From an optimization exercise on the open Yosys and OpenROAD flow, aimed at small area; shortcuts taken in it are not production practice. Function was checked by simulation only, so behaviour that the tests miss may differ from the original. Power figures rest on the tool's default switching activity, not on a simulated workload.

== north ==
==> module mipsPipe, before the edit <==
module mipsPipe (
	input  logic clk,
	input  logic reset,
	output logic [32-1:0] imemAddr,
	input  logic [32-1:0] imemData,
	output logic [32-1:0] dmemAddr,
	output logic [32-1:0] dmemWdata,
	output logic dmemWe,
	input  logic [32-1:0] dmemRdata
);
	logic [2:0] ph;        
	logic rot;             
	logic [31:2] pc;
	logic [31:0] addrQ;    
	logic [31:0] dataQ;    
	logic carry;           
	logic pcCarry;         
	logic flag;            
	logic boot;            
	logic [5:0] op, fn;
	logic [4:0] rs, rt, rd;
	assign op = imemData[31:26];
	assign rs = imemData[25:21];
	assign rt = imemData[20:16];
	assign rd = imemData[15:11];
	assign fn = imemData[5:0];
	logic isR, fAdd, fSub, fAnd, fOr, fSlt, isAddi, isLw, isSw, isBeq, isJ;
	assign isR = (op == 6'b000000);
	assign fAdd = isR && (fn == 6'b100000);
	assign fSub = isR && (fn == 6'b100010);
	assign fAnd = isR && (fn == 6'b100100);
	assign fOr = isR && (fn == 6'b100101);
	assign fSlt = isR && (fn == 6'b101010);
	assign isAddi = (op == 6'b001000);
	assign isLw = (op == 6'b100011);
	assign isSw = (op == 6'b101011);
	assign isBeq = (op == 6'b000100);
	assign isJ = (op == 6'b000010);
	logic twoTurns, lastTurn;
	assign twoTurns = fSlt || isBeq || isLw || isSw;
	assign lastTurn = rot || !twoTurns || boot;
	logic [3:0] wd;
	logic [4:0] dest;
	logic wen;
	logic [31:1] selA, selB, selW;
	logic [123:0] ringOuts;
	oneHot5 decA (.code(rs), .hot(selA));
	oneHot5 decB (.code(rt), .hot(selB));
	oneHot5 decW (.code(dest & {5{wen}}), .hot(selW));
	logic [3:0] wdN;
	assign wdN = ~wd;
	genvar gi, gb;
	generate
		for (gi = 1; gi < 32; gi++) begin : gReg
			logic [31:0] ring;
			logic [3:0] ringIn;
			for (gb = 0; gb < 4; gb++) begin : gBit
				writeBit wb (.take(selW[gi]), .newN(wdN[gb]), .old(ring[gb]), .d(ringIn[gb]));
			end
			always_ff @(posedge clk) begin
				ring <= {ringIn, ring[31:4]};
			end
			assign ringOuts[4*gi-4 +: 4] = ring[3:0];
		end
	endgenerate
	logic [3:0] a, b;
	andOrMux rdA (.d(ringOuts), .sel(selA), .y(a));
	andOrMux rdB (.d(ringOuts), .sel(selB), .y(b));
	logic [3:0] insD, immD;
	logic [7:0] phHot;
	assign phHot = 8'd1 << ph;
	genvar gd;
	generate
		for (gd = 0; gd < 4; gd++) begin : gInsD
			pick7 pk (.d({imemData[24+gd], imemData[20+gd], imemData[16+gd], imemData[12+gd],
				imemData[8+gd], imemData[4+gd], imemData[gd]}), .sel(phHot[6:0]), .y(insD[gd]));
		end
	endgenerate
	assign immD = ph[2] ? {4{imemData[15]}} : insD;
	function automatic logic [4:0] addDigit(input logic [3:0] x, input logic [3:0] y,
		input logic cIn);
		logic c;
		c = cIn;
		for (int i = 0; i < 4; i++) begin
			addDigit[i] = x[i] ^ y[i] ^ c;
			c = (x[i] & y[i]) | (c & (x[i] ^ y[i]));
		end
		addDigit[4] = c;
	endfunction
	logic useImm, sub;
	logic [3:0] bOp, sum, res;
	logic cOut;
	assign useImm = isAddi || isLw || isSw;
	assign sub = fSub || fSlt;
	assign bOp = useImm ? immD : b;
	assign {cOut, sum} = addDigit(a, sub ? ~bOp : bOp, (ph == 3'd0) ? sub : carry);
	assign res = fAnd ? (a & b) : fOr ? (a | b) : sum;
	assign dest = isR ? rd : rt;
	assign wen = rot ? (fSlt || isLw) : (fAdd || fSub || fAnd || fOr || isAddi);
	always_comb begin
		if (!rot) begin
			wd = res;
		end else if (isLw) begin
			wd = (ph == 3'd0) ? dmemRdata[3:0] : dataQ[3:0];
		end else begin
			wd = {3'd0, flag && ph == 3'd0};
		end
	end
	logic [3:0] pcD, pcSum, nextD;
	logic pcCOut;
	generate
		for (gd = 0; gd < 2; gd++) begin : gPcLo
			pick8 pk (.d({pc[30+gd], pc[26+gd], pc[22+gd], pc[18+gd], pc[14+gd], pc[10+gd],
				pc[6+gd], pc[2+gd]}), .sel(phHot), .y(pcD[gd]));
		end
		for (gd = 2; gd < 4; gd++) begin : gPcHi
			pick7 pk (.d({pc[26+gd], pc[22+gd], pc[18+gd], pc[14+gd], pc[10+gd],
				pc[6+gd], pc[2+gd]}), .sel(phHot[6:0]), .y(pcD[gd]));
		end
	endgenerate
	assign {pcCOut, pcSum} = addDigit(pcD, (isBeq && !flag) ? immD : 4'd0,
		(ph == 3'd0) || pcCarry);
	always_comb begin
		if (boot) begin
			nextD = 4'd0;
		end else if (!isJ || ph == 3'd7) begin
			nextD = pcSum;
		end else if (ph == 3'd6) begin
			nextD = {pcSum[3:2], insD[1:0]};
		end else begin
			nextD = insD;
		end
	end
	always_ff @(posedge clk) begin
		carry <= cOut;
		pcCarry <= pcCOut;
		addrQ <= {res, addrQ[31:4]};
		if (!rot) begin
			if (isBeq) begin
				flag <= (flag && ph != 3'd0) || (a != b);
			end else if (ph == 3'd7) begin
				flag <= (a[3] != b[3]) ? a[3] : sum[3];
			end
		end
		if (rot && isLw && ph == 3'd0) begin
			dataQ <= {nextD, dmemRdata[31:4]};
		end else begin
			dataQ <= {(!rot && isSw && !boot) ? b : nextD, dataQ[31:4]};
		end
	end
	always_ff @(posedge clk) begin
		if (reset) begin
			ph <= 3'd0;
			rot <= 1'b0;
			boot <= 1'b1;
		end else begin
			ph <= ph + 3'd1;
			if (ph == 3'd7) begin
				rot <= !lastTurn;
				boot <= 1'b0;
			end
		end
	end
	always_ff @(posedge clk) begin
		if (ph == 3'd7 && lastTurn) begin
			pc <= {nextD[1:0], dataQ[31:4]};
		end
	end
	assign imemAddr = {pc, 2'b00};
	assign dmemAddr = addrQ;
	assign dmemWdata = dataQ;
	assign dmemWe = isSw && rot && ph == 3'd0;
endmodule
==> flow/config.mk <==
export PLATFORM = sky130hd
export DESIGN_NAME = mipsPipe
export DESIGN_NICKNAME = mipsPipe
export VERILOG_FILES = /design/flow/design.v
export SDC_FILE = /design/flow/constraint.sdc
export NUM_CORES = 4
export LEC_CHECK = 0
export CAP_MARGIN = 20
export CORE_MARGIN = 2
export CORE_UTILIZATION = 70
export CTS_BUF_LIST = sky130_fd_sc_hd__clkbuf_8
export CTS_CLUSTER_DIAMETER = 60
export CTS_CLUSTER_SIZE = 20
export SLEW_MARGIN = 20
export SYNTH_HIERARCHICAL = 1
export SYNTH_MINIMUM_KEEP_SIZE = 0
==> flow/constraint.sdc <==
create_clock -name core_clock -period 7.0 [get_ports {clk}]
set_input_delay 1.4000 -clock core_clock [delete_from_list [all_inputs] [get_ports {clk}]]
set_output_delay 1.4000 -clock core_clock [all_outputs]
set_load 0.01 [all_outputs]
standard.sh (not shown) runs the stock make flow with config.mk's settings and CLKGATE_MAP_FILE= SYNTH_SCRIPT=/design/flow/synth_recipe.tcl, a recipe that flattens the netlist after the stock synthesis.
==> flow/flow/run.sh <==
#!/bin/bash
# The standard layout with two changes:
#  - after synthesis, each combinational cell is swapped for the smallest cell of
#    its family (flow/downsize.tcl); the flow's own repair steps size cells back up
#    where timing, slew or load need it
#  - each port is buffered by the smallest buffer cell
# Each step's full output goes to its own log in this folder.
set -euo pipefail
export BUFFER_PORTS_ARGS="-buffer_cell sky130_fd_sc_hd__buf_1"
export REMOVE_ABC_BUFFERS=1
bash standard.sh synth > synth.log 2>&1
SYNTH_ODB=orfs/results/sky130hd/mipsPipe/base/1_synth.odb \
DONT_USE_LIST="sky130_fd_sc_hd__probe_p_8 sky130_fd_sc_hd__probec_p_8 sky130_fd_sc_hd__lpflow_*" \
	openroad -no_init -exit flow/downsize.tcl > downsize.log 2>&1
bash standard.sh > standard_flow.log 2>&1
Other scripts of this flow, unchanged in this note and not shown: flow/flow/downsize.tcl
## Diff of input files: south against north
--- a/flow/design.v
+++ b/flow/design.v
@@ -140,18 +140,26 @@
 			if (isBeq) begin
 				flag <= (flag && ph != 3'd0) || (a != b);
 			end else if (ph == 3'd7) begin
 				flag <= (a[3] != b[3]) ? a[3] : sum[3];
 			end
 		end
-		if (rot && isLw && ph == 3'd0) begin
-			dataQ <= {nextD, dmemRdata[31:4]};
-		end else begin
-			dataQ <= {(!rot && isSw && !boot) ? b : nextD, dataQ[31:4]};
-		end
-	end
+		dataQ <= {dataIn, dataNext};
+	end
+	logic grab, grabN;
+	logic [3:0] dataIn;
+	logic [27:0] dataNext;
+	assign grab = rot && isLw && ph == 3'd0;
+	assign grabN = !grab;
+	assign dataIn = (!rot && isSw && !boot) ? b : nextD;
+	generate
+		for (gd = 0; gd < 28; gd++) begin : gGrab
+			andOr22 g (.a1(grab), .a2(dmemRdata[gd+4]), .b1(grabN), .b2(dataQ[gd+4]),
+				.y(dataNext[gd]));
+		end
+	endgenerate
 	always_ff @(posedge clk) begin
 		if (reset) begin
 			ph <= 3'd0;
 			rot <= 1'b0;
 			boot <= 1'b1;
 		end else begin
@@ -159,16 +167,24 @@
 			if (ph == 3'd7) begin
 				rot <= !lastTurn;
 				boot <= 1'b0;
 			end
 		end
 	end
+	logic pcLoad, pcLoadN;
+	logic [31:2] pcNew, pcIn;
+	assign pcLoad = ph == 3'd7 && lastTurn;
+	assign pcLoadN = !pcLoad;
+	assign pcNew = {nextD[1:0], dataQ[31:4]};
+	generate
+		for (gd = 2; gd < 32; gd++) begin : gPc
+			andOr22 g (.a1(pcLoad), .a2(pcNew[gd]), .b1(pcLoadN), .b2(pc[gd]), .y(pcIn[gd]));
+		end
+	endgenerate
 	always_ff @(posedge clk) begin
-		if (ph == 3'd7 && lastTurn) begin
-			pc <= {nextD[1:0], dataQ[31:4]};
-		end
+		pc <= pcIn;
 	end
 	assign imemAddr = {pc, 2'b00};
 	assign dmemAddr = addrQ;
 	assign dmemWdata = dataQ;
 	assign dmemWe = isSw && rot && ph == 3'd0;
 endmodule
@@ -256,6 +272,12 @@
 	logic [2:0] part;
 	aoi222 g0 (.a1(d[0]), .a2(sel[0]), .b1(d[1]), .b2(sel[1]), .c1(d[2]), .c2(sel[2]), .y(part[0]));
 	aoi222 g1 (.a1(d[3]), .a2(sel[3]), .b1(d[4]), .b2(sel[4]), .c1(d[5]), .c2(sel[5]), .y(part[1]));
 	assign part[2] = !((d[6] && sel[6]) || (d[7] && sel[7]));
 	assign y = ~&part;
 endmodule
+module andOr22 (
+	input  logic a1, a2, b1, b2,
+	output logic y
+);
+	assign y = (a1 && a2) || (b1 && b2);
+endmodule
[summary]
H-tree depth reported by CTS came out exactly the same in south and north.
Core utilization for south: 0.16 points down relative to north
In the flow results for south and north, the clock network area share is smaller on south.
south ended with less portion of total power attributed to the clock network than north.
Delta(fmax, south - north) < 0
In the tables for south and north, portion of the clock cycle consumed by the worst path in the final layout reads higher with south.
south vs north on multi-input gate share of total cell area: south is the higher one.
Relative to north, the non-clock buffer count measured on south has increased slightly.
Between south and north, the area growth from synthesis to layout figures differ only marginally.
Delta (south minus north): final worst-path setup slack fell 49 ps; overall power consumption saw a decrease.
Mean number of vias per cell essentially unchanged between south and north.
Any difference in die width between south and north is small enough to ignore.

## afterwards: timing with drivers on the ports
The flow's constraints put no driver on any port. The routed layouts listed below were extracted and timed again, unchanged, in two steps.
Step 1: set_driving_cell puts a clkbuf_16 on clk and a buf_2 on each other input, an assumption about the parent block.
Step 2 also shifts input and output timing later by t, the mid clock arrival at the registers, as if the neighbouring blocks saw the same clock.
Three values: ideal ports, drivers, drivers and shift; two values: the first two.
run | t (ns) | setup WS [ns] | hold slack, ns | pins driven straight from the clock port
north | 0.758 | 1.227 / 1.250 / 0.492 | 0.323 / 0.323 / 0.323 | 1
south | 0.764 | 1.178 / 1.199 / 0.435 | 0.290 / 0.290 / 0.290 | 1
After both steps setup and hold are still met in every run listed. For south, which loses most, drivers alone change the setup slack by +0.021 ns; drivers and shift together by -0.743 ns.
